Background: an optimization exercise with open tools, aiming at small area, a short achievable clock period and few clock cycles per item. Do not read the settings as production practice. Where RTL was checked, it was by simulation tests only, not by an equivalence proof against the original. Only the layout flow was run in runs 1 to 3; the RTL was not checked for function there. The clock port is modelled as an ideal driver, which makes a skipped or thinned clock tree look cheaper than it is; a real chip needs a root buffer or a tree. Power and IR drop assume default switching activity.

File: design/flow/constraint.sdc
create_clock -name core_clock -period 5.5 [get_ports {clk}]
set_input_delay 1.1000 -clock core_clock [delete_from_list [all_inputs] [get_ports {clk}]]
set_output_delay 1.1000 -clock core_clock [all_outputs]
set_load 0.01 [all_outputs]
File: design/flow/config.mk
export PLATFORM = sky130hd
export DESIGN_NAME = wr_req_merge_top
export DESIGN_NICKNAME = wr_req_merge_top
export VERILOG_FILES = /design/flow/design.v
export SDC_FILE = /design/flow/constraint.sdc
export NUM_CORES = 4
export LEC_CHECK = 0
export CAP_MARGIN = 20
export CORE_MARGIN = 2
export CORE_UTILIZATION = 70
export SETUP_SLACK_MARGIN = 3.5
export SLEW_MARGIN = 20
File: design/flow/flow/run.sh
#!/bin/bash
set -euo pipefail
here=$(cd "$(dirname "${BASH_SOURCE[0]}")" && pwd)
export CTS_ARGS="-sink_clustering_enable -repair_clock_nets -dont_use_dummy_load -sink_clustering_size 30 -sink_clustering_max_diameter 60 -buf_list sky130_fd_sc_hd__clkbuf_16"
export POST_CTS_TCL="$here/collapse_root.tcl"
export BUFFER_PORTS_ARGS="-buffer_cell sky130_fd_sc_hd__buf_2"
bash standard.sh > standard_flow.log 2>&1
File: design/flow/design.v
`timescale 1ns/10ps
`default_nettype none
module wr_req_merge_top (
  input  wire                                        clk,
  input  wire                                        rst_n,
  input  wire [5-1:0]                    req_en,
  input  wire [5*32-1:0] req_data,
  output logic [5-1:0]                   req_avail_in,
  input  wire                                        avail_out,
  output logic                                       out_en,
  output logic [32-1:0]              out_data
);
  localparam int P = 5;
  localparam int DW = 32;
  localparam int BL = 4;
  logic [DW-1:0] slot [0:P*BL-1];
  logic [P*(BL+1)-1:0] cnt;   
  logic [P*2-1:0] wp;         
  logic [P*BL-1:0] le;        
  logic [P-1:0] we;
  logic [P-1:0] full;
  logic av_r;
  logic active;               
  logic [P-1:0] cur;          
  logic [BL-1:0] widx;        
  logic [P*BL-1:0] sel;       
  logic [P-1:0] nxt;          
  logic nv;
  logic [P-1:0] rr;           
  logic [P-1:0] cand;
  logic [P-1:0] pick;
  logic any;
  logic send;
  logic last;
  logic load;
  assign cand = full & ~(cur & {P{active}}) & ~(nxt & {P{nv}});
  assign any = |cand;
  always_comb begin
    logic found;
    pick = '0;
    found = 1'b0;
    for (int k = 0; k < P; k++) begin
      for (int i = 0; i < P; i++) begin
        if (rr[k] && !found && cand[(k + i) % P]) begin
          pick[(k + i) % P] = 1'b1;
          found = 1'b1;
        end
      end
    end
  end
  assign send = av_r && active;
  assign last = send && widx[BL-1];
  assign load = last || !active;
  for (genvar i = 0; i < P; i++) begin : gen_sel
    assign sel[BL*i +: BL] = widx & {BL{cur[i]}};
  end
  always_ff @(posedge clk or negedge rst_n) begin
    if (!rst_n) begin
      av_r <= 1'b0;
      active <= 1'b0;
      cur <= '0;
      widx <= BL'(1);
      nxt <= '0;
      nv <= 1'b0;
      rr <= P'(1);
      out_en <= 1'b0;
    end else begin
      av_r <= avail_out;
      out_en <= send;
      if (load) begin
        cur <= nv ? nxt : pick;
        active <= nv || any;
        widx <= BL'(1);
      end else if (send) begin
        widx <= {widx[BL-2:0], widx[BL-1]};
      end
      if (!load && !nv) begin
        nxt <= pick;
        nv <= any;
      end else if (load) begin
        nv <= 1'b0;
      end
      if (!nv && any) begin
        rr <= {pick[P-2:0], pick[P-1]};
      end
    end
  end
  for (genvar i = 0; i < P; i++) begin : gen_client
    logic [1:0] wpi;
    logic [1:0] wpx;
    logic [BL:0] ci;
    logic rdi;
    logic fulln;
    assign wpi = wp[2*i +: 2];
    assign ci = cnt[(BL+1)*i +: BL+1];
    assign we[i] = req_en[i];
    assign rdi = send && cur[i];
    assign wpx = wpi + {1'b0, we[i]};
    assign fulln = !rdi && (we[i] ? ci[BL-1] : ci[BL]);
    assign full[i] = ci[BL];
    for (genvar j = 0; j < BL; j++) begin : gen_le
      assign le[BL*i+j] = (wpi == 2'(j)) && !ci[BL];
    end
    for (genvar j = 0; j < BL; j++) begin : gen_slot
      always_ff @(posedge clk) begin
        if (le[BL*i+j]) begin
          slot[BL*i+j] <= req_data[DW*i +: DW];
        end
      end
    end
    always_ff @(posedge clk or negedge rst_n) begin
      if (!rst_n) begin
        cnt[(BL+1)*i +: BL+1] <= (BL+1)'(1);
        wp[2*i +: 2] <= '0;
        req_avail_in[i] <= 1'b0;
      end else begin
        if (we[i] && !rdi) begin
          cnt[(BL+1)*i +: BL+1] <= {ci[BL-1:0], 1'b0};
        end else if (rdi && !we[i]) begin
          cnt[(BL+1)*i +: BL+1] <= {1'b0, ci[BL:1]};
        end
        wp[2*i +: 2] <= wpx;
        req_avail_in[i] <= !fulln;
      end
    end
  end
  always_ff @(posedge clk) begin
    logic [DW-1:0] d;
    d = '0;
    for (int k = 0; k < P*BL; k++) begin
      d = d | (slot[k] & {DW{sel[k]}});
    end
    out_data <= d;
  end
endmodule
`default_nettype wire
File: design/flow/standard.sh
#!/bin/bash
# synth_recipe.tcl (not shown) runs the flow's synth.tcl, then flattens the netlist and writes it again
# the make line also repeats each setting of config.mk as NAME=value (left out here)
make -C /OpenROAD-flow-scripts/flow DESIGN_CONFIG=/design/flow/config.mk WORK_HOME=/design/flow/orfs CLKGATE_MAP_FILE= SYNTH_SCRIPT=/design/flow/synth_recipe.tcl "${@:-finish}"
File: design/flow/flow/collapse_root.tcl
set block [ord::get_db_block]
set clk_net [[$block findBTerm clk] getNet]
set loads {}
foreach it [$clk_net getITerms] {
  if {[[$it getMTerm] getIoType] eq "INPUT"} { lappend loads $it }
}
if {[llength $loads] == 1} {
  set root [[lindex $loads 0] getInst]
  set root_net ""
  foreach it [$root getITerms] {
    if {[[$it getMTerm] getIoType] eq "OUTPUT"} { set root_net [$it getNet] }
  }
  set outs {}
  foreach it [$root_net getITerms] {
    if {[[$it getMTerm] getIoType] eq "INPUT"} { lappend outs $it }
  }
  if {[string match *clkbuf* [[$root getMaster] getName]] && [llength $outs] <= 4} {
    puts "collapse_root: [$root getName] drove [llength $outs] cells; the clock port drives them now"
    foreach it $outs {
      $it disconnect
      $it connect $clk_net
    }
    odb::dbInst_destroy $root
    odb::dbNet_destroy $root_net
  } else {
    puts "collapse_root: root [$root getName] drives [llength $outs] cells; tree kept"
  }
}
==> results.cfg, run 1 <==
[run_status]
status = timing/DRC/antenna clean

[power]
vdd_drop_max_mv = 0.5415
swShare = 0.2846
p_clk_frac = 0.204
power_leakage_uw = 0.01010
intPower_uw = 9490
p_sw_uw = 3775
seq_power_share = 0.644
pwr_density_cell_nw_per_um2 = 450.4
comb_power_share = 0.152

[timing]
fin_hold_ws_ps = 476.3
rsz0062_at_grt = true
skew_ps = 40.01
period_minus_slack_ps = 1996
slew_violations = 0
tns_ps = 0
hold_violations = 0
finalSetupViolCount = 0
fin_crit_sh = 0.3628
worst_pin_slew_ps = 827.8
relSlewSlack = 0.4481
fmax_mhz = 501.1
fin_ws_ps = 3504

[synth]
avgSynthCellArea_um2 = 17.93
synthMuxAreaShare = 0.009355
ys.flop_type = edfxtp_1
synth-xor-area-share = 0.001645
ys_seq_area_frac = 0.8057
synth_enable_flop_cells = 640
synthesis.nets = 1662
synthSimpleGateAreaFrac = 0.04631
synth_fa_ha_area_frac = 0.004701
yosysUniqueCellTypes = 45
synth_warnings = 2
ys_async_sr_fraction = 0.08571
synth-compound-area-share = 0.1153
synth_top_family_by_area = compound AO/OA/AOI/OAI gates
synthesis.area_um2 = 26610
syn_inst = 1484
synth_seq_cells = 735

[drt]
via_per_inst = 7.249
drc_errors = 0
avgRoutedWirePerCell_um = 33.56
drtIter0Drc = 2422
postRouteWirelength_mm = 73.03
vias = 15770
first_pass_iters = 8
ant_nets = 0

[worst_setup_path]
cpMaxStageDelayCell = dfxtp_4
cp.arrival_ps = 900
crit_chain = buf_6
critPathLaunchType = register
path_buf_inv = 1
required_ps = 4400
critical-path-top-delay-family = flip-flops
slowest_delay_ps = 380
cp-end-kind = output port
crit_fanout = 1
criticalPathCategory = reg -> out

[job]
maxCapViolations = 0

[floorplan]
dieArea_um2 = 39600
die_w_um = 199.0
initial_core_util = 0.7083
num_rows = 71
pin_count = 206
die_h_um = 199.0
design.core.area_um2 = 37580

[min_path]
hp-class = reg -> reg

[global_route]
overflow = 0
antenna_found_initial = 16
grt_pass1_wl_mm = 102.2
grt_use_total = 0.3734
grt_max_degree = 64
grt_pass1_vias = 15550

[clock_tree]
path_clk_slew_ps = 110
insertion_delay_ps = 400
clock_sinks = 735

[place]
place_hpwl_mm = 37.71
dp.cells = 2127
pre_cts_ws_ps = 3313
routabilityCongestion = 0.9146
place.port_buffers = 205

[final_layout]
drive_above_1_share = 0.2192
syn2layout_area_growth_pct = 10.66
final_cell_mix = 640 x edfxtp_1, 184 x buf_2, 135 x a22oi_1
instances_no_fill = 2176
final_nets = 1836
final_common_cell = edfxtp_1
[state kept, by name, indices dropped and copies added (netlist names), 4 cells and up]
name / count
cnt: 25
req_avail_in: 5
rr: 5
out_data: 32
widx: 4
wp: 10
slot: 640
cur: 5
nxt: 5
[kinds of logic after synthesis]
logic type | Yosys count
compound gates | 380
xor+xnor | 5
fa+ha+maj | 10
buf+inv | 107
flops | 735
mux | 24
simple gates | 223
[layout make-up]
cell class | instances | area (um2)
diodes | 9 | 22.52
clock buffers | 36 | 900.9
fillers | 2056 | 8127
inverters | 6 | 22.52
multi-input cells | 642 | 4954
flip-flops and latches | 735 | 21480
well taps | 511 | 639.4
repair buffers | 237 | 1433
[worst paths after layout]
check	from	end	slack [ps]	cells past startpoint
max in group asynchronous	rst_n	cnt[9]	4000	2
max	out_data[9]	out_data[9]	3500	1
max reg2reg	widx[3]	out_data[27]	3550	6
min reg2reg	slot[11][11]	out_data[11]	480	2
min	slot[11][11]	out_data[11]	480	2
min in group asynchronous	rst_n	req_avail_in[2]	870	2
[tightest hold or removal path, stage by stage (launching register included)]
cell      delay [ps]
edfxtp_1         320
a22oi_1           80
nand4_1           90
[metal layers]
layer | global-route usage | routed length [um] | vias to the layer above | share of wire
met5 | 0 | 86 | - | 0.0012
met2 | 0.5701 | 33680 | 1372 | 0.46
li1 | - | - | 6397 | -
met1 | 0.5287 | 25540 | 7757 | 0.35
met4 | 0.1528 | 3100 | 14 | 0.042
met3 | 0.09071 | 10630 | 234 | 0.15
[power groups by stage]
stage	clock network (uW)	logic, uW	registers (uW)
6_report	2700	2020	8540
5_1_grt	2890	2030	8650
3_5_place_dp	0	1960	8640
3_3_place_gp	0	1940	8580
2_1_floorplan	0	785	8490
[Yosys cell counts, types with 9 or more instances]
| library cell | instances | area, um2 |
|---|---|---|
| nand2_1 | 74 | 277.8 |
| edfxtp_1 | 640 | 19220 |
| buf_2 | 27 | 135.1 |
| nor2_1 | 17 | 63.81 |
| mux2i_1 | 17 | 170.2 |
| nand4b_1 | 18 | 157.7 |
| and3_1 | 9 | 56.30 |
| a221oi_1 | 94 | 823.3 |
| o21ai_0 | 27 | 135.1 |
| and2_1 | 23 | 143.9 |
| clkbuf_1 | 70 | 262.8 |
| dfxtp_1 | 32 | 640.6 |
| a22oi_1 | 135 | 1013 |
| dfrtp_1 | 56 | 1401 |
| ha_1 | 10 | 125.1 |
| a22o_1 | 94 | 823.3 |
| nand4_1 | 39 | 244.0 |
| nor3b_1 | 11 | 82.58 |
[through the flow]
| step | utilization | area [um2] | power, uW |
|---|---|---|---|
| after global routing | 0.7835 | 29440 | 13570 |
| after floorplan | - | 26760 | 9278 |
| after detailed placement | 0.7521 | 28260 | 10600 |
| after global placement | 0.7521 | 28260 | 10520 |
| final | 0.7837 | 29450 | 13260 |
==> inputs of run 2 (changes only) <==
==> design/flow/flow/run.sh (replaced) <==
#!/bin/bash
set -euo pipefail
here=$(cd "$(dirname "${BASH_SOURCE[0]}")" && pwd)
export CTS_ARGS="-sink_clustering_enable -repair_clock_nets -dont_use_dummy_load -sink_clustering_size 30 -sink_clustering_max_diameter 60 -buf_list sky130_fd_sc_hd__clkbuf_16"
export POST_CTS_TCL="$here/collapse_root.tcl"
export BUFFER_PORTS_ARGS="-buffer_cell sky130_fd_sc_hd__buf_1"
bash standard.sh > standard_flow.log 2>&1
==> results.cfg, run 2 <==
[run_status]
status = timing/DRC/antenna clean

[synth]
yosysMostFrequentCell = edfxtp_1
synthesis.nets = 1662
synth_enable_flop_cells = 640
ys.flop_type = edfxtp_1
synth_seq_cells = 735
synthesis.area_um2 = 26610
yosysUniqueCellTypes = 45
synthTopCellsByArea = edfxtp_1 72%, dfrtp_1 5.3%, a22oi_1 3.8%
ys_seq_area_frac = 0.8057
synth_top_area_cell = edfxtp_1
synth_commonest_cells = 640 x edfxtp_1, 135 x a22oi_1, 94 x a221oi_1, 94 x a22o_1, 74 x nand2_1
syn_inst = 1484
synth_warnings = 2
avgSynthCellArea_um2 = 17.93
synth.top_cell.area_share = 0.7221
ys_async_sr_fraction = 0.08571

[timing]
fmax_mhz = 499.2
slew_violations = 0
tns_ps = 0
fin_crit_sh = 0.3642
rsz0062_at_grt = true
relSlewSlack = 0.4232
finalSetupViolCount = 0
skew_ps = 46.46
worst_pin_slew_ps = 865.2
hold_violations = 0
period_minus_slack_ps = 2003

[worst_setup_path]
critPathLaunchType = register
reg2reg_depth = 6
crit_fanout = 1
critical-path-top-delay-family = flip-flops
criticalPathCategory = reg -> out
crit_chain = clkbuf_2
slowest_delay_ps = 390
required_ps = 4400
path_depth = 1
path_buf_inv = 1
cpMaxStageDelayCell = dfrtp_1
cp-end-kind = output port
cp.arrival_ps = 900

[final_layout]
utilization = 0.7794
drive_above_1_share = 0.1193
final_common_cell = edfxtp_1
top_regs = slot x640, out_data x32, cnt x25
final_nets = 1840
final_cell_mix = 640 x edfxtp_1, 169 x buf_1, 135 x a22oi_1
regMostFlops = slot
largest_reg_flops = 640
syn2layout_area_growth_pct = 10.05

[drt]
avgRoutedWirePerCell_um = 33.16
postRouteWirelength_mm = 72.40
drtIter0Drc = 2579
ant_nets = 0
vias = 15600
drc_errors = 0
via_per_inst = 7.148
first_pass_iters = 5

[global_route]
overflow = 0
grt_pass1_vias = 15450
antenna_found_initial = 13
grt_use_total = 0.3722
grt_pass1_wl_mm = 102.1
grt_max_degree = 64

[place]
place_hpwl_mm = 37.57
routabilityCongestion = 0.8887
place.port_buffers = 205

[floorplan]
design.core.area_um2 = 37580
die_h_um = 199.0
pin_count = 206
dieArea_um2 = 39600
num_rows = 71
initial_core_util = 0.7083
die_w_um = 199.0

[job]
maxCapViolations = 0

[min_path]
hp-class = reg -> reg
hold_depth = 2

[clock_tree]
insertion_delay_ps = 400
path_clk_slew_ps = 80
clock_sinks = 735

[power]
pwr_density_cell_nw_per_um2 = 453.7
power_uw = 13290
power_leakage_uw = 0.009659
vdd_drop_max_mv = 0.5022
run 2: cell counts after synthesis:
No cell type changed its count.
run 2: worst paths after layout:
check	start	to	slack [ps]
max	req_avail_in[0]	req_avail_in[0]	3500
min	slot[18][13]	out_data[13]	480
max reg2reg	widx[2]	out_data[19]	3530
min reg2reg	slot[18][13]	out_data[13]	480
max in group asynchronous	rst_n	cnt[24]	4020
min in group asynchronous	rst_n	cnt[14]	860
run 2: cell type report:
class                      instances  area [um2]
sequential                       735       21470
antenna                           12       30.03
fill                            2076        8289
tap                              511       639.4
timing repair buffer             239        1212
clock buffer                      38       950.9
inverter                           6       22.52
multi-input combinational        642        4960
run 2: logic make-up (layout without fill, tap and decap cells):
kind of cell / Yosys count / after routing / synth area share
AO/OA/AOI/OAI: 380 / 380 / 0.1153
XOR/XNOR: 5 / 5 / 0.001645
adder cells (fa/ha/maj): 10 / 10 / 0.004701
buffers and inverters: 107 / 283 / 0.01692
flip-flops: 735 / 735 / 0.8057
multiplexers: 24 / 24 / 0.009356
other: 0 / 12 / 0
AND/OR/NAND/NOR: 223 / 223 / 0.04631
run 2: metal layers:
metal / GRT usage / wire (um) / up-vias
li1: - / - / 6415
met1: 0.5151 / 25710 / 7752
met2: 0.5791 / 33840 / 1231
met3: 0.09427 / 10000 / 197
met4: 0.1487 / 2784 / 8
met5: 0 / 54 / -
run 2: through the flow:
stage                     area [um2]  hold WS, ps  worst slack [ps]  instances
after global placement         28010        455.5              3367       2127
after detailed placement       28010        466.7              3330       2127
after floorplan                26760        444.4              3123       1484
after global routing           29270        510.3              3460       2176
final                          29290        480.9              3497       2183
run 2: report_power, final:
group	total (uW)	internal, uW	switching (uW)
clock network	2780	1240	1540
registers	8550	8050	497
logic	1970	249	1720
total	13300	9540	3750
==> inputs of run 3 (changes only) <==
--- a/design/flow/design.v
+++ b/design/flow/design.v
@@ -31,4 +31,7 @@
   logic [P-1:0] pick;
   logic any;
+  logic [P-1:0] almost;       
+  logic [P-1:0] cand_idle;
+  logic [P-1:0] pick_idle;
   logic send;
   logic last;
@@ -36,4 +39,14 @@
   assign cand = full & ~(cur & {P{active}}) & ~(nxt & {P{nv}});
   assign any = |cand;
+  assign cand_idle = full | (almost & req_en);
+  always_comb begin
+    pick_idle = '0;
+    for (int i = P - 1; i >= 0; i--) begin
+      if (cand_idle[i]) begin
+        pick_idle = '0;
+        pick_idle[i] = 1'b1;
+      end
+    end
+  end
   always_comb begin
     logic found;
@@ -68,5 +81,9 @@
       av_r <= avail_out;
       out_en <= send;
-      if (load) begin
+      if (!active) begin
+        cur <= pick_idle;
+        active <= |cand_idle;
+        widx <= BL'(1);
+      end else if (last) begin
         cur <= nv ? nxt : pick;
         active <= nv || any;
@@ -81,5 +98,5 @@
         nv <= 1'b0;
       end
-      if (!nv && any) begin
+      if (active && !nv && any) begin
         rr <= {pick[P-2:0], pick[P-1]};
       end
@@ -99,4 +116,5 @@
     assign fulln = !rdi && (we[i] ? ci[BL-1] : ci[BL]);
     assign full[i] = ci[BL];
+    assign almost[i] = ci[BL-1];
     for (genvar j = 0; j < BL; j++) begin : gen_le
       assign le[BL*i+j] = (wpi == 2'(j)) && !ci[BL];
==> design/flow/flow/run.sh (replaced) <==
#!/bin/bash
set -euo pipefail
here=$(cd "$(dirname "${BASH_SOURCE[0]}")" && pwd)
export CTS_ARGS="-sink_clustering_enable -repair_clock_nets -dont_use_dummy_load -sink_clustering_size 30 -sink_clustering_max_diameter 60 -buf_list sky130_fd_sc_hd__clkbuf_16"
export POST_CTS_TCL="$here/collapse_root.tcl"
export BUFFER_PORTS_ARGS="-buffer_cell sky130_fd_sc_hd__buf_2"
bash standard.sh > standard_flow.log 2>&1
==> results.cfg, run 3 <==
[final_layout]
fillers = 2187
top_regs = slot x640, out_data x32, cnt x25
final_nets = 1864
drive_above_1_share = 0.2179
final_area_um2 = 29750
final_common_cell = edfxtp_1
regMostFlops = slot
utilization = 0.7899
largest_reg_flops = 640
final_cell_mix = 640 x edfxtp_1, 188 x buf_2, 131 x a22oi_1
syn2layout_area_growth_pct = 10.91

[drt]
vias = 16130
ant_nets = 0
drtIter0Drc = 2305
avgRoutedWirePerCell_um = 33.47
first_pass_iters = 6
drc_errors = 0
via_per_inst = 7.289
postRouteWirelength_mm = 74.08

[min_path]
hold_depth = 2
hold_end = out_data[28]
hp-class = reg -> reg
min-delay-start = slot[5][28]

[clock_tree]
insertion_delay_ps = 410
path_clk_slew_ps = 110
clock_sinks = 735

[worst_setup_path]
criticalPathCategory = reg -> out
required_ps = 4400
cpMaxStageDelayCell = dfxtp_4
critPathLaunchType = register
path_depth = 1
cp-end-kind = output port
crit_chain = buf_6
r2r_start = cnt[14]
path_buf_inv = 1
slowest_delay_ps = 370
critical-path-top-delay-family = flip-flops
r2r_slack_ps = 3520
cp.arrival_ps = 890
reg2reg_depth = 2
worstReg2RegEnd = slot[11][28]
crit_fanout = 1

[synth]
ys.flop_type = edfxtp_1
synth_top_area_cell = edfxtp_1
yosysUniqueCellTypes = 56
synthTopCellsByArea = edfxtp_1 72%, dfrtp_1 5.2%, a22oi_1 3.7%
avgSynthCellArea_um2 = 17.82
synthesis.area_um2 = 26820
synth_enable_flop_cells = 640
ys_async_sr_fraction = 0.08571
synth_warnings = 2
synth.top_cell.area_share = 0.7165
ys_seq_area_frac = 0.7994
synthesis.nets = 1683
synth_seq_cells = 735
synth_commonest_cells = 640 x edfxtp_1, 131 x a22oi_1, 96 x a221oi_1
yosysMostFrequentCell = edfxtp_1
syn_inst = 1505

[timing]
hold_violations = 0
slew_violations = 0
fin_hold_ws_ps = 433.0
relSlewSlack = 0.4730
rsz0062_at_grt = true
fmax_mhz = 501.6
worst_pin_slew_ps = 790.5
skew_ps = 83.34
tns_ps = 0
finalSetupViolCount = 0
period_minus_slack_ps = 1994
fin_crit_sh = 0.3625

[global_route]
grt_pass1_wl_mm = 103.7
antenna_found_initial = 14
met1_usage = 0.5325
overflow = 0
grt_use_met3 = 0.07846
gr-usage-met2 = 0.5927
grt_use_total = 0.3748
grt_busiest_layer = met2
grt_pass1_vias = 15540
grt_max_degree = 41

[floorplan]
die_w_um = 199.8
design.core.area_um2 = 37670
pin_count = 206
initial_core_util = 0.7122
dieArea_um2 = 39900
num_rows = 71
die_h_um = 199.8

[power]
power_leakage_uw = 0.01011
swShare = 0.2829
p_sw_uw = 3764
comb_power_share = 0.152
intPower_uw = 9541
vdd_drop_max_mv = 0.5458
seq_power_share = 0.641
pwr_density_cell_nw_per_um2 = 447.2
p_clk_frac = 0.207

[place]
placed_cell_area_um2 = 28530
place.port_buffers = 205
place_hpwl_mm = 39.22
routabilityCongestion = 0.8551

[run_status]
status = timing/DRC/antenna clean

[job]
maxCapViolations = 0
-- run 3: changes by cell type after synthesis, moves of 4 or more --
cell,before,now
buf_4,0,7
a22oi_2,0,4
clkbuf_1,70,63
nor2_1,17,11
a22oi_1,135,131
mux2i_1,17,22
o21ai_0,27,31
-- run 3: how the worst max path moves through the flow --
stage                 start  slack (ps)           end
2_1_floorplan       cnt[14]        3080   slot[10][0]
6_report       out_data[25]        3510  out_data[25]
3_5_place_dp         active        3180        nxt[2]
3_3_place_gp      req_en[1]        3220        cur[4]
5_1_grt              cur[1]        3480   out_data[7]
-- run 3: cells by family (layout without fill, tap and decap cells) --
family | after synthesis | count (layout) | share of synthesized area
DFF | 735 | 735 | 0.7994
AOI/OAI and AO/OA | 406 | 406 | 0.1218
and+or+nand+nor | 214 | 214 | 0.04440
buffers and inverters | 108 | 287 | 0.01777
muxes | 27 | 27 | 0.01031
adders and majority gates | 10 | 10 | 0.004664
xor gates and xnor gates | 5 | 5 | 0.001632
other | 0 | 18 | 0
-- run 3: layout make-up --
type / instances / area [um2] / area share
sequential: 735 / 21480 / 0.7218
multi-input combinational: 662 / 5151 / 0.1731
timing repair buffer: 244 / 1491 / 0.05013
clock buffer: 37 / 925.9 / 0.03112
tap: 511 / 639.4 / 0.02149
antenna: 18 / 45.04 / 0.001514
inverter: 6 / 22.52 / 0.0007570
-- run 3: power by group through the flow --
stage	Clock (uW)	Combinational, uW	Sequential, uW
finish	2750	2030	8530
global placement	0	1930	8550
detailed placement	0	1940	8630
global route	2920	2050	8630
floorplan	0	775	8490
-- run 3: routing by layer --
metal / wire [um] / vias up
met1: 26910 / 8078
met5: 70 / -
met4: 2326 / 12
met3: 9781 / 206
met2: 34990 / 1285
li1: - / 6549
-- run 3: through the flow --
step	std cells	setup WS [ps]	power, uW
global placement	2149	3224	10470
global route	2199	3484	13590
finish	2213	3506	13310
detailed placement	2151	3182	10560
floorplan	1505	3084	9266
==> inputs of run 4 (changes only) <==
--- a/design/flow/design.v
+++ b/design/flow/design.v
@@ -15,5 +15,5 @@
   localparam int BL = 4;
   logic [DW-1:0] slot [0:P*BL-1];
-  logic [P*(BL+1)-1:0] cnt;   
+  logic [P*3-1:0] cnt;        
   logic [P*2-1:0] wp;         
   logic [P*BL-1:0] le;        
@@ -106,17 +106,17 @@
     logic [1:0] wpi;
     logic [1:0] wpx;
-    logic [BL:0] ci;
+    logic [2:0] ci;
     logic rdi;
     logic fulln;
     assign wpi = wp[2*i +: 2];
-    assign ci = cnt[(BL+1)*i +: BL+1];
+    assign ci = cnt[3*i +: 3];
     assign we[i] = req_en[i];
     assign rdi = send && cur[i];
     assign wpx = wpi + {1'b0, we[i]};
-    assign fulln = !rdi && (we[i] ? ci[BL-1] : ci[BL]);
-    assign full[i] = ci[BL];
-    assign almost[i] = ci[BL-1];
+    assign fulln = !rdi && (we[i] ? (ci == 3'd3) : ci[2]);
+    assign full[i] = ci[2];
+    assign almost[i] = (ci == 3'd3);
     for (genvar j = 0; j < BL; j++) begin : gen_le
-      assign le[BL*i+j] = (wpi == 2'(j)) && !ci[BL];
+      assign le[BL*i+j] = (wpi == 2'(j)) && !ci[2];
     end
     for (genvar j = 0; j < BL; j++) begin : gen_slot
@@ -129,12 +129,12 @@
     always_ff @(posedge clk or negedge rst_n) begin
       if (!rst_n) begin
-        cnt[(BL+1)*i +: BL+1] <= (BL+1)'(1);
+        cnt[3*i +: 3] <= '0;
         wp[2*i +: 2] <= '0;
         req_avail_in[i] <= 1'b0;
       end else begin
         if (we[i] && !rdi) begin
-          cnt[(BL+1)*i +: BL+1] <= {ci[BL-1:0], 1'b0};
+          cnt[3*i +: 3] <= ci + 3'd1;
         end else if (rdi && !we[i]) begin
-          cnt[(BL+1)*i +: BL+1] <= {1'b0, ci[BL:1]};
+          cnt[3*i +: 3] <= ci - 3'd1;
         end
         wp[2*i +: 2] <= wpx;
==> results.cfg, run 4 <==
[floorplan]
dieArea_um2 = 39310
design.core.area_um2 = 37400
die_h_um = 198.3
pin_count = 206
num_rows = 71
die_w_um = 198.3
initial_core_util = 0.7064

[synth]
synth_commonest_cells = 640 x edfxtp_1, 118 x a22oi_1, 103 x a221oi_1, 103 x a22o_1, 55 x clkbuf_1
synth_seq_cells = 725
syn_inst = 1452
avgSynthCellArea_um2 = 18.19
yosysUniqueCellTypes = 56
ys_async_sr_fraction = 0.07310
synth_enable_flop_cells = 640
synth_warnings = 2
synthesis.area_um2 = 26420
yosysMostFrequentCell = edfxtp_1
synthTopCellsByArea = edfxtp_1 73%, dfrtp_1 4.8%, a221oi_1 3.4%
synthesis.nets = 1635
synth.top_cell.area_share = 0.7274
ys_seq_area_frac = 0.8020
ys.flop_type = edfxtp_1
synth_top_area_cell = edfxtp_1

[final_layout]
final_common_cell = edfxtp_1
multi_input_area_um2 = 5139
top_regs = slot x640, out_data x32, cnt x15
regMostFlops = slot
fillers = 2037
syn2layout_area_growth_pct = 11.32
final_nets = 1822
final_cell_mix = 640 x edfxtp_1, 189 x buf_2, 118 x a22oi_1
seq_area_um2 = 21220
largest_reg_flops = 640
drive_above_1_share = 0.2352
utilization = 0.7864

[drt]
via_per_inst = 7.244
avgRoutedWirePerCell_um = 33.41
postRouteWirelength_mm = 72.36
vias = 15690
drtIter0Drc = 2183
first_pass_iters = 5
drc_errors = 0
ant_nets = 0

[global_route]
overflow = 0
grt_pass1_vias = 15360
met1_usage = 0.5293
grt_pass1_wl_mm = 101.8
grt_max_degree = 54
grt_use_met3 = 0.08602
grt_busiest_layer = met2
gr-usage-met2 = 0.5879
antenna_found_initial = 16
grt_use_total = 0.3743

[place]
place_hpwl_mm = 38.23
routabilityCongestion = 0.8413
place.port_buffers = 205

[timing]
tns_ps = 0
fmax_mhz = 496.4
finalSetupViolCount = 0
slew_violations = 0
relSlewSlack = 0.4804
fin_hold_ws_ps = 477.1
skew_ps = 57.85
hold_violations = 0
period_minus_slack_ps = 2015
rsz0062_at_grt = true
fin_crit_sh = 0.3663
worst_pin_slew_ps = 779.4

[power]
pwr_density_cell_nw_per_um2 = 452.2
power_uw = 13300
power_leakage_uw = 0.009836
vdd_drop_max_mv = 0.5469

[job]
maxCapViolations = 0

[worst_setup_path]
cpMaxStageDelayCell = dfrtp_1
crit_chain = buf_2
slowest_delay_ps = 400
path_buf_inv = 1
criticalPathCategory = reg -> out
crit_fanout = 1
cp.arrival_ps = 910
cp-end-kind = output port
required_ps = 4400
critPathLaunchType = register
critical-path-top-delay-family = flip-flops

[clock_tree]
clock_sinks = 725
insertion_delay_ps = 400
path_clk_slew_ps = 90

[min_path]
hp-class = reg -> reg

[run_status]
status = timing/DRC/antenna clean
run 4: changes by cell type after synthesis, moves of 7 or more:
| cell | previous run | this run |
|---|---|---|
| nand2_1 | 72 | 36 |
| o21ai_0 | 31 | 12 |
| mux2i_1 | 22 | 5 |
| a22oi_1 | 131 | 118 |
| xor2_1 | 5 | 14 |
| a22o_1 | 95 | 103 |
| clkbuf_1 | 63 | 55 |
| nand3_1 | 5 | 13 |
| a221oi_1 | 96 | 103 |
| nor2_1 | 11 | 18 |
run 4: cell families (layout without fill, tap and decap cells):
kind of cell | after synthesis | count (layout) | synth area share
muxes | 10 | 10 | 0.004025
xor gates and xnor gates | 20 | 20 | 0.006630
buffers and inverters | 102 | 287 | 0.01691
and+or+nand+nor | 201 | 201 | 0.04475
AOI/OAI and AO/OA | 379 | 379 | 0.1172
DFF | 725 | 725 | 0.8020
adders and majority gates | 15 | 15 | 0.008525
other | 0 | 18 | 0
run 4: per-layer routing:
metal  up-vias  share of wire
met5         -        0.00083
met4         8          0.035
met1      7908           0.36
li1       6355              -
met2      1230           0.47
met3       190           0.13
run 4: final cells by class:
type | instances | share of cell area
clock buffer | 37 | 0.03148
sequential | 725 | 0.7214
antenna | 18 | 0.001532
timing repair buffer | 241 | 0.04799
inverter | 9 | 0.001149
tap | 511 | 0.02174
multi-input combinational | 625 | 0.1747
run 4: power breakdown:
group          leakage, uW  total [uW]  switching (uW)  internal (uW)
logic              0.00260        2330            1710            618
clock network     0.000456        2740            1540           1210
registers          0.00678        8230             599           7630
total              0.00984       13300            3850           9450
run 4: path summary, 6_finish.rpt:
path	startpoint	to	slack, ps	depth (start not counted)
worst max-delay path	req_avail_in[2]	req_avail_in[2]	3490	1
worst min-delay path	slot[1][9]	out_data[9]	480	2
worst max register to register	cur[1]	out_data[19]	3530	5
worst min register to register	slot[1][9]	out_data[9]	480	2
max in group asynchronous	rst_n	active	4110	2
min in group asynchronous	rst_n	cnt[12]	810	2
run 4: metrics by stage:
stage | instance area (um2) | setup slack, ps | cells
global route | 29380 | 3423 | 2152
floorplan | 26640 | 3157 | 1452
global placement | 28140 | 3035 | 2101
detailed placement | 28140 | 2981 | 2101
finish | 29410 | 3485 | 2166
Testbench counts of run 4, summed over its fixed seeds: cycles 11,814, items 9,752.
==> inputs of run 5 (changes only) <==
==> design/flow/flow/run.sh (replaced) <==
#!/bin/bash
set -euo pipefail
here=$(cd "$(dirname "${BASH_SOURCE[0]}")" && pwd)
export CTS_ARGS="-sink_clustering_enable -repair_clock_nets -dont_use_dummy_load -sink_clustering_size 30 -sink_clustering_max_diameter 60 -buf_list sky130_fd_sc_hd__clkbuf_16"
export POST_CTS_TCL="$here/collapse_root.tcl"
export BUFFER_PORTS_ARGS="-buffer_cell sky130_fd_sc_hd__buf_1"
bash standard.sh > standard_flow.log 2>&1
==> results.cfg, run 5 <==
[final_layout]
instances_no_fill = 2158
syn2layout_area_growth_pct = 10.32
utilization = 0.7793
multi_input_area_um2 = 5124
fillers = 2125
final_cell_mix = 640 x edfxtp_1, 167 x buf_1, 118 x a22oi_1
final_nets = 1820
top_regs = slot x640, out_data x32, cnt x15
largest_reg_flops = 640
drive_above_1_share = 0.1291
regMostFlops = slot
seq_area_um2 = 21220
final_common_cell = edfxtp_1

[synth]
yosysUniqueCellTypes = 56
synthSimpleGateAreaFrac = 0.04475
synth_fa_ha_area_frac = 0.008525
synth_warnings = 2
ys_async_sr_fraction = 0.07310
synth_top_family_by_area = compound AO/OA/AOI/OAI gates
synth_commonest_cells = 640 x edfxtp_1, 118 x a22oi_1, 103 x a221oi_1, 103 x a22o_1, 55 x clkbuf_1
synth-compound-area-share = 0.1172
ys_seq_area_frac = 0.8020
synth_seq_cells = 725
yosysMostFrequentCell = edfxtp_1
syn_inst = 1452
avgSynthCellArea_um2 = 18.19
synth_top_area_cell = edfxtp_1
ys.flop_type = edfxtp_1
synth-xor-area-share = 0.006630
synthesis.area_um2 = 26420
synthesis.nets = 1635
synth_enable_flop_cells = 640
synthTopCellsByArea = edfxtp_1 73%, dfrtp_1 4.8%, a221oi_1 3.4%
synth.top_cell.area_share = 0.7274
synthMuxAreaShare = 0.004026

[drt]
first_pass_iters = 5
drc_errors = 0
via_per_inst = 7.290
ant_nets = 0
postRouteWirelength_mm = 72.80
avgRoutedWirePerCell_um = 33.73
vias = 15730
drtIter0Drc = 2272

[job]
maxCapViolations = 0

[worst_setup_path]
reg2reg_depth = 6
worstReg2RegEnd = out_data[9]
critical-path-top-delay-family = flip-flops
cp.arrival_ps = 880
crit_fanout = 1
cpMaxStageDelayCell = dfxtp_2
critPathLaunchType = register
criticalPathCategory = reg -> out
path_buf_inv = 1
r2r_start = cur[4]
required_ps = 4400
crit_chain = buf_6
r2r_slack_ps = 3540
slowest_delay_ps = 380
cp-end-kind = output port

[min_path]
hold_end = out_data[1]
min-delay-start = slot[11][1]
hold_depth = 2
hp-class = reg -> reg

[power]
comb_power_share = 0.174
p_clk_frac = 0.204
seq_power_share = 0.622
swShare = 0.2903
p_sw_uw = 3842
vdd_drop_max_mv = 0.7678
pwr_density_cell_nw_per_um2 = 454.1
power_leakage_uw = 0.009365
intPower_uw = 9392

[global_route]
grt_max_degree = 54
grt_use_total = 0.3786
grt_pass1_vias = 15510
overflow = 0
antenna_found_initial = 12
grt_pass1_wl_mm = 103.1

[timing]
worst_pin_slew_ps = 789.2
fin_crit_sh = 0.3608
tns_ps = 0
fmax_mhz = 503.9
hold_violations = 0
relSlewSlack = 0.4739
skew_ps = 77.02
fin_ws_ps = 3516
period_minus_slack_ps = 1984
rsz0062_at_grt = true
finalSetupViolCount = 0
slew_violations = 0

[place]
routabilityCongestion = 0.8595
dp.cells = 2102
pre_cts_ws_ps = 2999
place_hpwl_mm = 38.37
place.port_buffers = 205

[clock_tree]
path_clk_slew_ps = 100
clock_sinks = 725
insertion_delay_ps = 410

[floorplan]
pin_count = 206
design.core.area_um2 = 37400
initial_core_util = 0.7064
die_w_um = 198.3
dieArea_um2 = 39310
die_h_um = 198.3
num_rows = 71

[run_status]
status = timing/DRC/antenna clean
[run 5: cell counts after synthesis]
Identical to the previous run, type by type.
[run 5: area by class of cell]
type | instances | share of cell area
inverter | 9 | 0.001159
antenna | 12 | 0.001030
timing repair buffer | 240 | 0.04126
multi-input combinational | 625 | 0.1758
clock buffer | 36 | 0.03091
tap | 511 | 0.02194
sequential | 725 | 0.7279
[run 5: through the flow]
stage	total power [uW]	hold WS (ps)	cell area (um2)
after floorplan	9262	444.4	26640
after global placement	10380	457.8	27890
after detailed placement	10500	460.9	27890
after global routing	13610	487.4	29120
final	13230	459.2	29150
[run 5: worst max path at each step]
stage,startpoint,to,slack (ps),depth (start not counted)
floorplan,cnt[8],slot[10][0],3160,2
global placement,active,cnt[13],3050,6
detailed placement,active,cnt[13],3000,6
global route,req_en[1],cur[4],3440,6
finish,out_data[23],out_data[23],3520,1
[run 5: cells by family after synthesis]
group / count (synthesis)
AO/OA/AOI/OAI: 379
XOR/XNOR: 20
adder cells (fa/ha/maj): 15
buffers and inverters: 102
flip-flops: 725
multiplexers: 10
AND/OR/NAND/NOR: 201
[run 5: worst min-delay path, stage by stage, from the launching register on]
cell      delay, ps
edfxtp_1        330
a221oi_1         70
nand4_1          80
[run 5: power by group through the flow]
stage	Clock [uW]	Combinational, uW	Sequential (uW)
5_1_grt	2880	2390	8340
6_report	2700	2300	8230
3_5_place_dp	0	2180	8310
3_3_place_gp	0	2140	8250
2_1_floorplan	0	1120	8140
[run 5: routing by layer]
layer  share of wire  vias to the layer above  global-route usage
met5         0.00063                        -                   0
met3            0.14                      203             0.07494
met1            0.35                     7882              0.5367
met2            0.47                     1297              0.5969
met4           0.037                        6              0.1401
li1                -                     6343                   -
==> inputs of run 6 (changes only) <==
--- a/design/flow/config.mk
+++ b/design/flow/config.mk
@@ -9,4 +9,4 @@
 export CORE_MARGIN = 2
 export CORE_UTILIZATION = 70
-export SETUP_SLACK_MARGIN = 3.5
+export SETUP_SLACK_MARGIN = 3.8
 export SLEW_MARGIN = 20
==> results.cfg, run 6 <==
[drt]
via_per_inst = 7.593
drc_errors = 0
vias = 17680
drtIter0Drc = 3027
ant_nets = 0
avgRoutedWirePerCell_um = 38.08
first_pass_iters = 6
postRouteWirelength_mm = 88.65

[synth]
ys_async_sr_fraction = 0.07310
ys.flop_type = edfxtp_1
avgSynthCellArea_um2 = 18.19
yosysMostFrequentCell = edfxtp_1
synth_enable_flop_cells = 640
syn_inst = 1452
synthesis.area_um2 = 26420
synthesis.nets = 1635
synthTopCellsByArea = edfxtp_1 73%, dfrtp_1 4.8%, a221oi_1 3.4%
ys_seq_area_frac = 0.8020
synth_commonest_cells = 640 x edfxtp_1, 118 x a22oi_1, 103 x a221oi_1, 103 x a22o_1, 55 x clkbuf_1
synth_warnings = 2
synth_seq_cells = 725
synth_top_area_cell = edfxtp_1
yosysUniqueCellTypes = 56
synth.top_cell.area_share = 0.7274

[timing]
hold_violations = 0
tns_ps = 0
fin_ws_ps = 3498
fin_crit_sh = 0.3639
skew_ps = 62.34
worst_pin_slew_ps = 703.5
slew_violations = 0
rsz0062_at_grt = true
period_minus_slack_ps = 2002
relSlewSlack = 0.5310
fmax_mhz = 499.6
finalSetupViolCount = 0

[power]
seq_power_share = 0.600
p_clk_frac = 0.198
swShare = 0.3049
intPower_uw = 9716
vdd_drop_max_mv = 0.9189
pwr_density_cell_nw_per_um2 = 437.0
power_uw = 13980
power_leakage_uw = 0.01062
comb_power_share = 0.202
p_sw_uw = 4261

[floorplan]
initial_core_util = 0.7064
design.core.area_um2 = 37400
die_h_um = 198.3
dieArea_um2 = 39310
num_rows = 71
die_w_um = 198.3
pin_count = 206

[clock_tree]
path_clk_slew_ps = 100
clock_sinks = 725
insertion_delay_ps = 410

[worst_setup_path]
crit_chain = clkbuf_2
cp-end-kind = output port
cpMaxStageDelayCell = dfrtp_1
critical-path-top-delay-family = flip-flops
criticalPathCategory = reg -> out
crit_fanout = 1
path_buf_inv = 1
required_ps = 4400
critPathLaunchType = register
startpoint = req_avail_in[1]
r2r_start = nv
slowest_delay_ps = 380
cp.arrival_ps = 900
r2r_slack_ps = 3510

[final_layout]
largest_reg_flops = 640
fillers = 1628
final_cell_mix = 640 x edfxtp_1, 163 x buf_1, 102 x buf_4
drive_above_1_share = 0.2915
top_regs = slot x640, out_data x32, cnt x15
multi_input_area_um2 = 6276
regMostFlops = slot
final_nets = 1986
seq_area_um2 = 21250
final_common_cell = edfxtp_1
syn2layout_area_growth_pct = 21.06

[run_status]
status = timing/DRC/antenna clean

[job]
maxCapViolations = 0

[global_route]
grt_pass1_wl_mm = 113.5
grt_use_total = 0.4233
overflow = 0
antenna_found_initial = 11
grt_pass1_vias = 16460
grt_max_degree = 54

[min_path]
hp-class = reg -> reg
min-delay-start = slot[18][11]

[place]
pre_cts_ws_ps = 3024
routabilityCongestion = 0.8605
place.port_buffers = 205
place_hpwl_mm = 38.02
-- run 6: changes by cell type in the layout (fill, tap and decap cells not counted), moves of 29 or more --
cell      before  now
a221oi_1     102   36
a221oi_2       1   63
and2_4        16   50
buf_12         0   29
buf_4         29  102
-- run 6: final timing paths --
kind,cells past startpoint,endpoint
min reg2reg,2,out_data[11]
max,1,req_avail_in[1]
min,2,out_data[11]
max reg2reg,9,nxt[3]
max in group asynchronous,2,wp[7]
min in group asynchronous,2,wp[9]
-- run 6: layout make-up --
cell class,instances,share of cell area
timing repair buffer,373,0.08822
clock buffer,37,0.02895
multi-input combinational,657,0.1962
sequential,725,0.6643
antenna,16,0.001252
inverter,9,0.001056
tap,511,0.01999
-- run 6: stage by stage --
step | hold WS, ps | util | area [um2] | instances
3_3_place_gp | 457.7 | 0.7463 | 27910 | 2100
6_report | 467.0 | 0.8552 | 31980 | 2328
5_1_grt | 493.8 | 0.8545 | 31960 | 2318
3_5_place_dp | 461.7 | 0.7463 | 27910 | 2100
2_1_floorplan | 444.4 | - | 26730 | 1452
-- run 6: power groups by stage --
stage	Sequential [uW]	Combinational [uW]	Clock (uW)
2_1_floorplan	8150	1180	0
3_3_place_gp	8250	2140	0
3_5_place_dp	8320	2190	0
5_1_grt	8470	2870	2910
6_report	8390	2820	2770
-- run 6: per-layer routing --
metal / vias to the layer above / part of all wire / wire, um / track usage
li1: 6732 / - / - / -
met1: 8627 / 0.32 / 28380 / 0.5656
met2: 1866 / 0.45 / 39880 / 0.6428
met3: 443 / 0.16 / 14390 / 0.1250
met4: 8 / 0.067 / 5934 / 0.2175
met5: - / 0.00061 / 54 / 0
-- run 6: logic make-up (layout without fill, tap and decap cells) --
group | after synthesis | after routing | share of synthesized area
flip-flops | 725 | 725 | 0.8020
AO/OA/AOI/OAI | 379 | 380 | 0.1172
AND/OR/NAND/NOR | 201 | 232 | 0.04475
buffers and inverters | 102 | 419 | 0.01691
XOR/XNOR | 20 | 20 | 0.006630
adder cells (fa/ha/maj) | 15 | 15 | 0.008525
multiplexers | 10 | 10 | 0.004025
other | 0 | 16 | 0
==> inputs of run 7 (changes only) <==
--- a/design/flow/config.mk
+++ b/design/flow/config.mk
@@ -9,4 +9,4 @@
 export CORE_MARGIN = 2
 export CORE_UTILIZATION = 70
-export SETUP_SLACK_MARGIN = 3.8
+export SETUP_SLACK_MARGIN = 3.6
 export SLEW_MARGIN = 20
==> results.cfg, run 7 <==
[global_route]
overflow = 0
antenna_found_initial = 13
grt_pass1_vias = 15370
grt_pass1_wl_mm = 105.0
grt_use_total = 0.3905
grt_max_degree = 54

[synth]
synth-compound-area-share = 0.1172
synth_commonest_cells = 640 x edfxtp_1, 118 x a22oi_1, 103 x a221oi_1, 103 x a22o_1, 55 x clkbuf_1
ys_async_sr_fraction = 0.07310
synth-xor-area-share = 0.006630
synth_enable_flop_cells = 640
yosysUniqueCellTypes = 56
synthTopCellsByArea = edfxtp_1 73%, dfrtp_1 4.8%, a221oi_1 3.4%
synth_fa_ha_area_frac = 0.008525
synthSimpleGateAreaFrac = 0.04475
synthMuxAreaShare = 0.004026
ys_seq_area_frac = 0.8020
synth_top_family_by_area = compound AO/OA/AOI/OAI gates
synthesis.nets = 1635
synth_seq_cells = 725
avgSynthCellArea_um2 = 18.19
synth_top_area_cell = edfxtp_1
ys.flop_type = edfxtp_1
synth.top_cell.area_share = 0.7274
syn_inst = 1452
synthesis.area_um2 = 26420
synth_warnings = 2
yosysMostFrequentCell = edfxtp_1

[job]
maxCapViolations = 0

[place]
dp.cells = 2098
routabilityCongestion = 0.8285
place_hpwl_mm = 37.21
pre_cts_ws_ps = 2995
place.port_buffers = 205
placed_cell_area_um2 = 27870

[worst_setup_path]
crit_fanout = 1
required_ps = 4400
slowest_delay_ps = 380
critical-path-top-delay-family = flip-flops
cp.arrival_ps = 910
cpMaxStageDelayCell = dfxtp_2
cp-end-kind = output port
reg2reg_depth = 6
r2r_slack_ps = 3520
criticalPathCategory = reg -> out
critPathLaunchType = register
path_depth = 1
path_buf_inv = 1
crit_chain = buf_6

[final_layout]
multi_input_area_um2 = 5439
final_common_cell = edfxtp_1
final_nets = 1886
top_regs = slot x640, out_data x32, cnt x15
fillers = 2013
instances_no_fill = 2222
drive_above_1_share = 0.1852
final_area_um2 = 30010
seq_area_um2 = 21230
syn2layout_area_growth_pct = 13.58
largest_reg_flops = 640
final_cell_mix = 640 x edfxtp_1, 161 x buf_1, 117 x a22oi_1
regMostFlops = slot

[run_status]
status = timing/DRC/antenna clean

[power]
p_clk_frac = 0.205
p_sw_uw = 3970
swShare = 0.2932
power_leakage_uw = 0.009778
intPower_uw = 9570
power_uw = 13540
pwr_density_cell_nw_per_um2 = 451.2
vdd_drop_max_mv = 0.9042
seq_power_share = 0.610
comb_power_share = 0.185

[drt]
postRouteWirelength_mm = 77.61
avgRoutedWirePerCell_um = 34.93
first_pass_iters = 6
drtIter0Drc = 2191
ant_nets = 0
vias = 16150
drc_errors = 0
via_per_inst = 7.268

[floorplan]
pin_count = 206
num_rows = 71
die_h_um = 198.3
dieArea_um2 = 39310
initial_core_util = 0.7064
die_w_um = 198.3
design.core.area_um2 = 37400

[clock_tree]
path_clk_slew_ps = 100
insertion_delay_ps = 420
clock_sinks = 725

[timing]
slew_violations = 0
relSlewSlack = 0.4432
hold_violations = 0
period_minus_slack_ps = 2006
tns_ps = 0
worst_pin_slew_ps = 835.1
fin_crit_sh = 0.3648
skew_ps = 65.13
rsz0062_at_grt = true
fmax_mhz = 498.5
fin_ws_ps = 3494
finalSetupViolCount = 0

[min_path]
hp-class = reg -> reg
hold_depth = 2
run 7: cell families after synthesis:
logic type | count (synthesis)
buffers and inverters | 102
and+or+nand+nor | 201
adders and majority gates | 15
AOI/OAI and AO/OA | 379
muxes | 10
DFF | 725
xor gates and xnor gates | 20
run 7: cell type report:
cell class	instances	share of cell area
Antenna cell	10	0.0008340
Sequential cell	725	0.7076
Inverter	9	0.001126
Clock buffer	38	0.03169
Multi-Input combinational cell	644	0.1813
Timing Repair Buffer	285	0.05621
Tap cell	511	0.02131
run 7: worst paths after layout:
kind,to,start
worst max-delay path,out_data[3],out_data[3]
worst max register to register,cur[1],cur[2]
min in group asynchronous,wp[8],rst_n
max in group asynchronous,cur[2],rst_n
worst min-delay path,out_data[28],slot[2][28]
worst min register to register,out_data[28],slot[2][28]
run 7: power groups by stage:
stage          sequential, uW  combinational (uW)  clock, uW
6_report                 8270                2500       2770
3_5_place_dp             8300                2170          0
2_1_floorplan            8140                1120          0
3_3_place_gp             8240                2130          0
5_1_grt                  8360                2570       2930
run 7: through the flow:
step                utilization  hold WS [ps]
floorplan                     -         444.4
global placement         0.7452         457.6
detailed placement       0.7452         465.4
global route             0.8020         480.4
finish                   0.8023         459.9
run 7: worst reg2reg max path, cell delays in order, from the launching register on:
cell	delay [ps]
dfrtp_4	580
a22oi_2	280
a22oi_2	130
a22oi_2	310
o221ai_4	190
a221oi_2	290
a21oi_1	70
run 7: metal layers:
| layer | share of wire | up-vias | track usage |
|---|---|---|---|
| li1 | - | 6497 | - |
| met1 | 0.35 | 7965 | 0.5451 |
| met2 | 0.46 | 1422 | 0.6025 |
| met3 | 0.15 | 254 | 0.09164 |
| met4 | 0.046 | 12 | 0.1674 |
| met5 | 0.0012 | - | 0 |
==> inputs of run 8 (changes only) <==
--- a/design/flow/config.mk
+++ b/design/flow/config.mk
@@ -9,4 +9,4 @@
 export CORE_MARGIN = 2
 export CORE_UTILIZATION = 70
-export SETUP_SLACK_MARGIN = 3.6
+export SETUP_SLACK_MARGIN = 3.45
 export SLEW_MARGIN = 20
==> results.cfg, run 8 <==
[global_route]
grt_max_degree = 54
overflow = 0
antenna_found_initial = 15
grt_use_total = 0.3699
grt_pass1_vias = 15190
grt_pass1_wl_mm = 100.9

[job]
maxCapViolations = 0

[drt]
ant_nets = 0
via_per_inst = 7.176
postRouteWirelength_mm = 71.99
first_pass_iters = 5
vias = 15510
drtIter0Drc = 2292
avgRoutedWirePerCell_um = 33.32
drc_errors = 0

[floorplan]
die_w_um = 198.3
design.core.area_um2 = 37400
initial_core_util = 0.7064
dieArea_um2 = 39310
die_h_um = 198.3
pin_count = 206
num_rows = 71

[final_layout]
final_common_cell = edfxtp_1
final_nets = 1822
drive_above_1_share = 0.1277
final_cell_mix = 640 x edfxtp_1, 167 x buf_1, 117 x a22oi_1
top_regs = slot x640, out_data x32, cnt x15
regMostFlops = slot
largest_reg_flops = 640
syn2layout_area_growth_pct = 10.44
instances_no_fill = 2161

[timing]
skew_ps = 71.15
fin_crit_sh = 0.3742
worst_pin_slew_ps = 783.3
hold_violations = 0
tns_ps = 0
fin_hold_ws_ps = 459.2
finalSetupViolCount = 0
slew_violations = 0
fin_ws_ps = 3442
period_minus_slack_ps = 2058
rsz0062_at_grt = true
fmax_mhz = 485.9
relSlewSlack = 0.4778

[synth]
yosysUniqueCellTypes = 56
ys.flop_type = edfxtp_1
yosysMostFrequentCell = edfxtp_1
synth.top_cell.area_share = 0.7274
ys_seq_area_frac = 0.8020
avgSynthCellArea_um2 = 18.19
synthTopCellsByArea = edfxtp_1 73%, dfrtp_1 4.8%, a221oi_1 3.4%
synth_seq_cells = 725
synthesis.nets = 1635
syn_inst = 1452
synth_top_area_cell = edfxtp_1
synth_enable_flop_cells = 640
synthesis.area_um2 = 26420
synth_commonest_cells = 640 x edfxtp_1, 118 x a22oi_1, 103 x a221oi_1, 103 x a22o_1, 55 x clkbuf_1
synth_warnings = 2
ys_async_sr_fraction = 0.07310

[worst_setup_path]
r2r_slack_ps = 3440
worstReg2RegEnd = slot[13][16]
required_ps = 5510
critPathLaunchType = register
r2r_start = cnt[11]
startpoint = cnt[11]
timing.critical_path.to = slot[13][16]
cp.arrival_ps = 2070
crit_fanout = 25
criticalPathCategory = reg -> reg
reg2reg_depth = 2
cp-end-kind = register

[clock_tree]
insertion_delay_ps = 410
clock_sinks = 725
path_clk_slew_ps = 100

[power]
pwr_density_cell_nw_per_um2 = 455.9
power_leakage_uw = 0.009386
vdd_drop_max_mv = 0.4068

[place]
pre_cts_ws_ps = 2961
dp.cells = 2101
place_hpwl_mm = 38.14
routabilityCongestion = 0.8624
place.port_buffers = 205

[min_path]
hp-class = reg -> reg
hold_depth = 2

[run_status]
status = timing/DRC/antenna clean
run 8: cell types whose count changed in the layout (fill, tap and decap cells not counted), moves of 6 or more:
| cell | change |
|---|---|
| and2_2 | -10 |
| buf_4 | -39 |
| dfrtp_2 | -11 |
| nand2_1 | +7 |
| buf_12 | -8 |
| buf_1 | +6 |
| and2_4 | -8 |
| dfrtp_1 | +12 |
run 8: critical path: stages (launching register included):
cell	delay [ps]
dfrtp_1	540
nor3b_4	670
buf_6	470
run 8: layout make-up:
type | instances | area (um2)
sequential | 725 | 21210
fill | 2140 | 8222
multi-input combinational | 625 | 5101
timing repair buffer | 240 | 1206
clock buffer | 38 | 950.9
tap | 511 | 639.4
inverter | 9 | 33.78
antenna | 13 | 32.53
run 8: power by group:
group	internal (uW)	leakage [uW]	total [uW]	switching, uW
logic	600	0.00213	2310	1710
registers	7620	0.00678	8220	600
clock network	1240	0.000468	2770	1530
total	9460	0.00939	13300	3840
run 8: cell families after synthesis:
logic type                 synth area share
DFF                                  0.8020
AOI/OAI and AO/OA                    0.1172
and+or+nand+nor                     0.04475
buffers and inverters               0.01691
xor gates and xnor gates           0.006630
adders and majority gates          0.008525
muxes                              0.004025
run 8: layer usage:
metal | vias up | routed length (um) | part of all wire | track usage
met5 | - | 57 | 0.00079 | 0
met1 | 7734 | 26190 | 0.36 | 0.5274
met3 | 169 | 10080 | 0.14 | 0.08925
li1 | 6355 | - | - | -
met2 | 1242 | 33300 | 0.46 | 0.5726
met4 | 8 | 2371 | 0.033 | 0.1259
run 8: worst min path at each step:
stage | endpoint | slack (ps) | start
after global placement | out_data[9] | 460 | slot[18][9]
after detailed placement | out_data[13] | 460 | slot[12][13]
after global routing | out_data[29] | 480 | slot[13][29]
after floorplan | out_data[11] | 440 | slot[18][11]
final | out_data[29] | 460 | slot[12][29]
run 8: metrics by stage:
stage	area (um2)	util	total power (uW)
2_1_floorplan	26640	-	9261
6_report	29180	0.7802	13300
3_5_place_dp	27880	0.7456	10470
3_3_place_gp	27880	0.7456	10370
5_1_grt	29160	0.7798	13670
==> inputs of run 9 (changes only) <==
--- a/design/flow/config.mk
+++ b/design/flow/config.mk
@@ -9,4 +9,4 @@
 export CORE_MARGIN = 2
 export CORE_UTILIZATION = 70
-export SETUP_SLACK_MARGIN = 3.45
+export SETUP_SLACK_MARGIN = 3.55
 export SLEW_MARGIN = 20
==> results.cfg, run 9 <==
[timing]
worst_pin_slew_ps = 771.6
slew_violations = 0
period_minus_slack_ps = 1982
relSlewSlack = 0.4856
tns_ps = 0
fin_crit_sh = 0.3603
hold_violations = 0
skew_ps = 53.50
rsz0062_at_grt = true
finalSetupViolCount = 0
fin_ws_ps = 3518
fmax_mhz = 504.6

[power]
intPower_uw = 9418
power_uw = 13230
seq_power_share = 0.622
power_leakage_uw = 0.009401
p_sw_uw = 3811
p_clk_frac = 0.202
comb_power_share = 0.176
vdd_drop_max_mv = 0.3796
pwr_density_cell_nw_per_um2 = 452.0
swShare = 0.2881

[synth]
synth_fa_ha_area_frac = 0.008525
avgSynthCellArea_um2 = 18.19
synthSimpleGateAreaFrac = 0.04475
synth-xor-area-share = 0.006630
synth_top_family_by_area = compound AO/OA/AOI/OAI gates
ys_async_sr_fraction = 0.07310
ys_seq_area_frac = 0.8020
ys.flop_type = edfxtp_1
synth_enable_flop_cells = 640
synth_commonest_cells = 640 x edfxtp_1, 118 x a22oi_1, 103 x a221oi_1, 103 x a22o_1, 55 x clkbuf_1
synth_seq_cells = 725
yosysMostFrequentCell = edfxtp_1
yosysUniqueCellTypes = 56
synthesis.nets = 1635
synth.top_cell.area_share = 0.7274
synth_top_area_cell = edfxtp_1
syn_inst = 1452
synthTopCellsByArea = edfxtp_1 73%, dfrtp_1 4.8%, a221oi_1 3.4%
synthMuxAreaShare = 0.004026
synthesis.area_um2 = 26420
synth-compound-area-share = 0.1172
synth_warnings = 2

[drt]
via_per_inst = 7.165
drc_errors = 0
vias = 15470
ant_nets = 0
drtIter0Drc = 2205
first_pass_iters = 5
postRouteWirelength_mm = 71.14
avgRoutedWirePerCell_um = 32.95

[final_layout]
fillers = 2101
final_nets = 1824
final_area_um2 = 29270
final_cell_mix = 640 x edfxtp_1, 161 x buf_1, 117 x a22oi_1
drive_above_1_share = 0.1452
final_common_cell = edfxtp_1
top_regs = slot x640, out_data x32, cnt x15
syn2layout_area_growth_pct = 10.79
regMostFlops = slot
largest_reg_flops = 640
utilization = 0.7826

[floorplan]
initial_core_util = 0.7064
num_rows = 71
die_h_um = 198.3
pin_count = 206
design.core.area_um2 = 37400
dieArea_um2 = 39310
die_w_um = 198.3

[global_route]
grt_use_total = 0.3687
grt_pass1_wl_mm = 100.5
antenna_found_initial = 11
grt_max_degree = 54
overflow = 0
grt_pass1_vias = 15160

[min_path]
hp-class = reg -> reg

[worst_setup_path]
slowest_delay_ps = 380
required_ps = 4400
criticalPathCategory = reg -> out
crit_fanout = 1
critical-path-top-delay-family = flip-flops
cp.arrival_ps = 880
path_buf_inv = 1
crit_chain = clkbuf_2
critPathLaunchType = register
cp-end-kind = output port
cpMaxStageDelayCell = dfrtp_1

[job]
maxCapViolations = 0

[place]
placed_cell_area_um2 = 27890
routabilityCongestion = 0.8271
place.port_buffers = 205
pre_cts_ws_ps = 2967
place_hpwl_mm = 37.94

[run_status]
status = timing/DRC/antenna clean

[clock_tree]
path_clk_slew_ps = 90
insertion_delay_ps = 390
clock_sinks = 725
run 9: cell counts after synthesis:
Identical to the previous run, type by type.
run 9: kinds of logic after synthesis:
kind of cell / after synthesis
adder cells (fa/ha/maj): 15
AO/OA/AOI/OAI: 379
XOR/XNOR: 20
flip-flops: 725
buffers and inverters: 102
multiplexers: 10
AND/OR/NAND/NOR: 201
run 9: power groups by stage:
stage                     clock network (uW)  logic (uW)  registers [uW]
after floorplan                            0        1120            8140
after global placement                     0        2120            8240
after detailed placement                   0        2170            8300
after global routing                    2850        2420            8330
final                                   2680        2330            8230
run 9: metal layers:
metal	vias to the layer above	GRT usage	part of all wire
met3	183	0.07256	0.13
met2	1211	0.5796	0.47
met5	-	0	0.00072
li1	6340	-	-
met1	7727	0.5256	0.36
met4	8	0.1339	0.034
run 9: path summary, 6_finish.rpt:
path	startpoint	end	slack (ps)	depth (start not counted)
worst min register to register	slot[18][9]	out_data[9]	460	2
max in group asynchronous	rst_n	active	4090	2
worst min-delay path	slot[18][9]	out_data[9]	460	2
worst max-delay path	out_en	out_en	3520	1
min in group asynchronous	rst_n	wp[8]	850	2
worst max register to register	active	cur[1]	3590	6
run 9: cell type report:
type | instances | area [um2] | share of cell area
multi-input cells | 625 | 5180 | 0.1770
flip-flops and latches | 725 | 21230 | 0.7253
diodes | 9 | 22.52 | 0.0007694
well taps | 511 | 639.4 | 0.02184
inverters | 9 | 33.78 | 0.001154
repair buffers | 244 | 1265 | 0.04322
clock buffers | 36 | 900.9 | 0.03078
run 9: stage by stage:
step | hold WS, ps | instances
final | 457.4 | 2159
after global routing | 502.3 | 2156
after detailed placement | 459.7 | 2101
after global placement | 452.3 | 2101
after floorplan | 444.4 | 1452
==> inputs of run 10 (changes only) <==
--- a/design/flow/config.mk
+++ b/design/flow/config.mk
@@ -6,7 +6,8 @@
 export NUM_CORES = 4
 export LEC_CHECK = 0
+export ABC_CLOCK_PERIOD_IN_PS = 1500
 export CAP_MARGIN = 20
 export CORE_MARGIN = 2
 export CORE_UTILIZATION = 70
-export SETUP_SLACK_MARGIN = 3.55
+export SETUP_SLACK_MARGIN = 3.5
 export SLEW_MARGIN = 20
==> results.cfg, run 10 <==
[timing]
hold_violations = 0
finalSetupViolCount = 0
fin_hold_ws_ps = 459.2
relSlewSlack = 0.4739
fmax_mhz = 503.9
rsz0062_at_grt = true
tns_ps = 0
skew_ps = 77.02
period_minus_slack_ps = 1984
fin_crit_sh = 0.3608
slew_violations = 0
fin_ws_ps = 3516
worst_pin_slew_ps = 789.2

[synth]
synth_warnings = 2
yosysUniqueCellTypes = 56
yosysMostFrequentCell = edfxtp_1
synthesis.area_um2 = 26420
synthTopCellsByArea = edfxtp_1 73%, dfrtp_1 4.8%, a221oi_1 3.4%
synth_commonest_cells = 640 x edfxtp_1, 118 x a22oi_1, 103 x a221oi_1, 103 x a22o_1, 55 x clkbuf_1
avgSynthCellArea_um2 = 18.19
ys_async_sr_fraction = 0.07310
ys_seq_area_frac = 0.8020
synth_top_area_cell = edfxtp_1
synth.top_cell.area_share = 0.7274
syn_inst = 1452
synth_enable_flop_cells = 640
synthesis.nets = 1635
synth_seq_cells = 725
ys.flop_type = edfxtp_1

[final_layout]
final_common_cell = edfxtp_1
drive_above_1_share = 0.1291
final_cell_mix = 640 x edfxtp_1, 167 x buf_1, 118 x a22oi_1
syn2layout_area_growth_pct = 10.32
top_regs = slot x640, out_data x32, cnt x15
regMostFlops = slot
final_nets = 1820
largest_reg_flops = 640

[power]
power_leakage_uw = 0.009365
comb_power_share = 0.174
intPower_uw = 9392
p_clk_frac = 0.204
seq_power_share = 0.622
vdd_drop_max_mv = 0.7678
pwr_density_cell_nw_per_um2 = 454.1
p_sw_uw = 3842
swShare = 0.2903

[drt]
vias = 15730
via_per_inst = 7.290
avgRoutedWirePerCell_um = 33.73
ant_nets = 0
drc_errors = 0
first_pass_iters = 5
postRouteWirelength_mm = 72.80
drtIter0Drc = 2272

[clock_tree]
path_clk_slew_ps = 100
clock_sinks = 725
insertion_delay_ps = 410

[worst_setup_path]
critical-path-top-delay-family = flip-flops
cp-end-kind = output port
crit_fanout = 1
critPathLaunchType = register
criticalPathCategory = reg -> out
slowest_delay_ps = 380
required_ps = 4400
r2r_start = cur[4]
path_buf_inv = 1
cp.arrival_ps = 880
reg2reg_depth = 6
worstReg2RegEnd = out_data[9]
cpMaxStageDelayCell = dfxtp_2
crit_chain = buf_6
r2r_slack_ps = 3540

[global_route]
grt_pass1_vias = 15510
antenna_found_initial = 12
grt_max_degree = 54
grt_pass1_wl_mm = 103.1
grt_use_total = 0.3786
overflow = 0

[floorplan]
design.core.area_um2 = 37400
num_rows = 71
dieArea_um2 = 39310
die_w_um = 198.3
pin_count = 206
die_h_um = 198.3
initial_core_util = 0.7064

[min_path]
hold_end = out_data[1]
hp-class = reg -> reg
min-delay-start = slot[11][1]
hold_depth = 2

[place]
place_hpwl_mm = 38.37
routabilityCongestion = 0.8595
pre_cts_ws_ps = 2999
place.port_buffers = 205

[job]
maxCapViolations = 0

[run_status]
status = timing/DRC/antenna clean
[run 10: routing by layer]
metal / up-vias / global-route usage / share of wire
li1: 6343 / - / -
met1: 7882 / 0.5367 / 0.35
met2: 1297 / 0.5969 / 0.47
met3: 203 / 0.07494 / 0.14
met4: 6 / 0.1401 / 0.037
met5: - / 0 / 0.00063
[run 10: power by group through the flow]
stage | Clock, uW | Sequential [uW] | Combinational (uW)
2_1_floorplan | 0 | 8140 | 1120
3_3_place_gp | 0 | 8250 | 2140
3_5_place_dp | 0 | 8310 | 2180
5_1_grt | 2880 | 8340 | 2390
6_report | 2700 | 8230 | 2300
[run 10: area by class of cell]
class,instances,area (um2)
well taps,511,639.4
multi-input cells,625,5124
fillers,2125,8254
diodes,12,30.03
inverters,9,33.78
clock buffers,36,900.9
repair buffers,240,1202
flip-flops and latches,725,21220
[run 10: kinds of logic after synthesis]
group	Yosys count	synth area share
and+or+nand+nor	201	0.04475
muxes	10	0.004025
xor gates and xnor gates	20	0.006630
AOI/OAI and AO/OA	379	0.1172
buffers and inverters	102	0.01691
DFF	725	0.8020
adders and majority gates	15	0.008525
[run 10: worst max path at each step]
stage / endpoint / from / slack, ps / cells after the start
3_3_place_gp: cnt[13] / active / 3050 / 6
5_1_grt: cur[4] / req_en[1] / 3440 / 6
2_1_floorplan: slot[10][0] / cnt[8] / 3160 / 2
3_5_place_dp: cnt[13] / active / 3000 / 6
6_report: out_data[23] / out_data[23] / 3520 / 1
[run 10: per-stage QoR]
stage | instance area, um2 | total power [uW] | instances | utilization
detailed placement | 27890 | 10500 | 2102 | 0.7458
global route | 29120 | 13610 | 2148 | 0.7786
global placement | 27890 | 10380 | 2102 | 0.7458
floorplan | 26640 | 9262 | 1452 | -
finish | 29150 | 13230 | 2158 | 0.7793

==> what the ideal ports hide <==
The flow's constraints put no driver on any port. The routed layouts listed below were extracted and timed again, unchanged, in two steps.
Step 1: set_driving_cell puts a clkbuf_16 on clk and a buf_2 on each other input, an assumption about the parent block.
Step 2 also shifts input and output timing later by t, the mid clock arrival at the registers, as if the neighbouring blocks saw the same clock.
a / b / c = no drivers / after step 1 / after step 2; a / b = the first two.
run | t, ns | setup slack, ns
run 1 | 0.493 | 3.504 / 3.385 / 3.525
run 2 | 0.499 | 3.497 / 3.375 / 3.467
run 3 | 0.484 | 3.506 / 3.387 / 3.237
run 4 | 0.498 | 3.485 / 3.364 / 3.173
run 5 | 0.494 | 3.516 / 3.393 / 3.148
run 6 | 0.502 | 3.498 / 3.372 / 3.171
run 7 | 0.500 | 3.494 / 3.376 / 3.213
run 8 | 0.490 | 3.442 / 3.398 / 3.116
run 9 | 0.483 | 3.518 / 3.401 / 3.179
run 10 | 0.494 | 3.516 / 3.393 / 3.148
After both steps setup and hold are still met in every run listed.
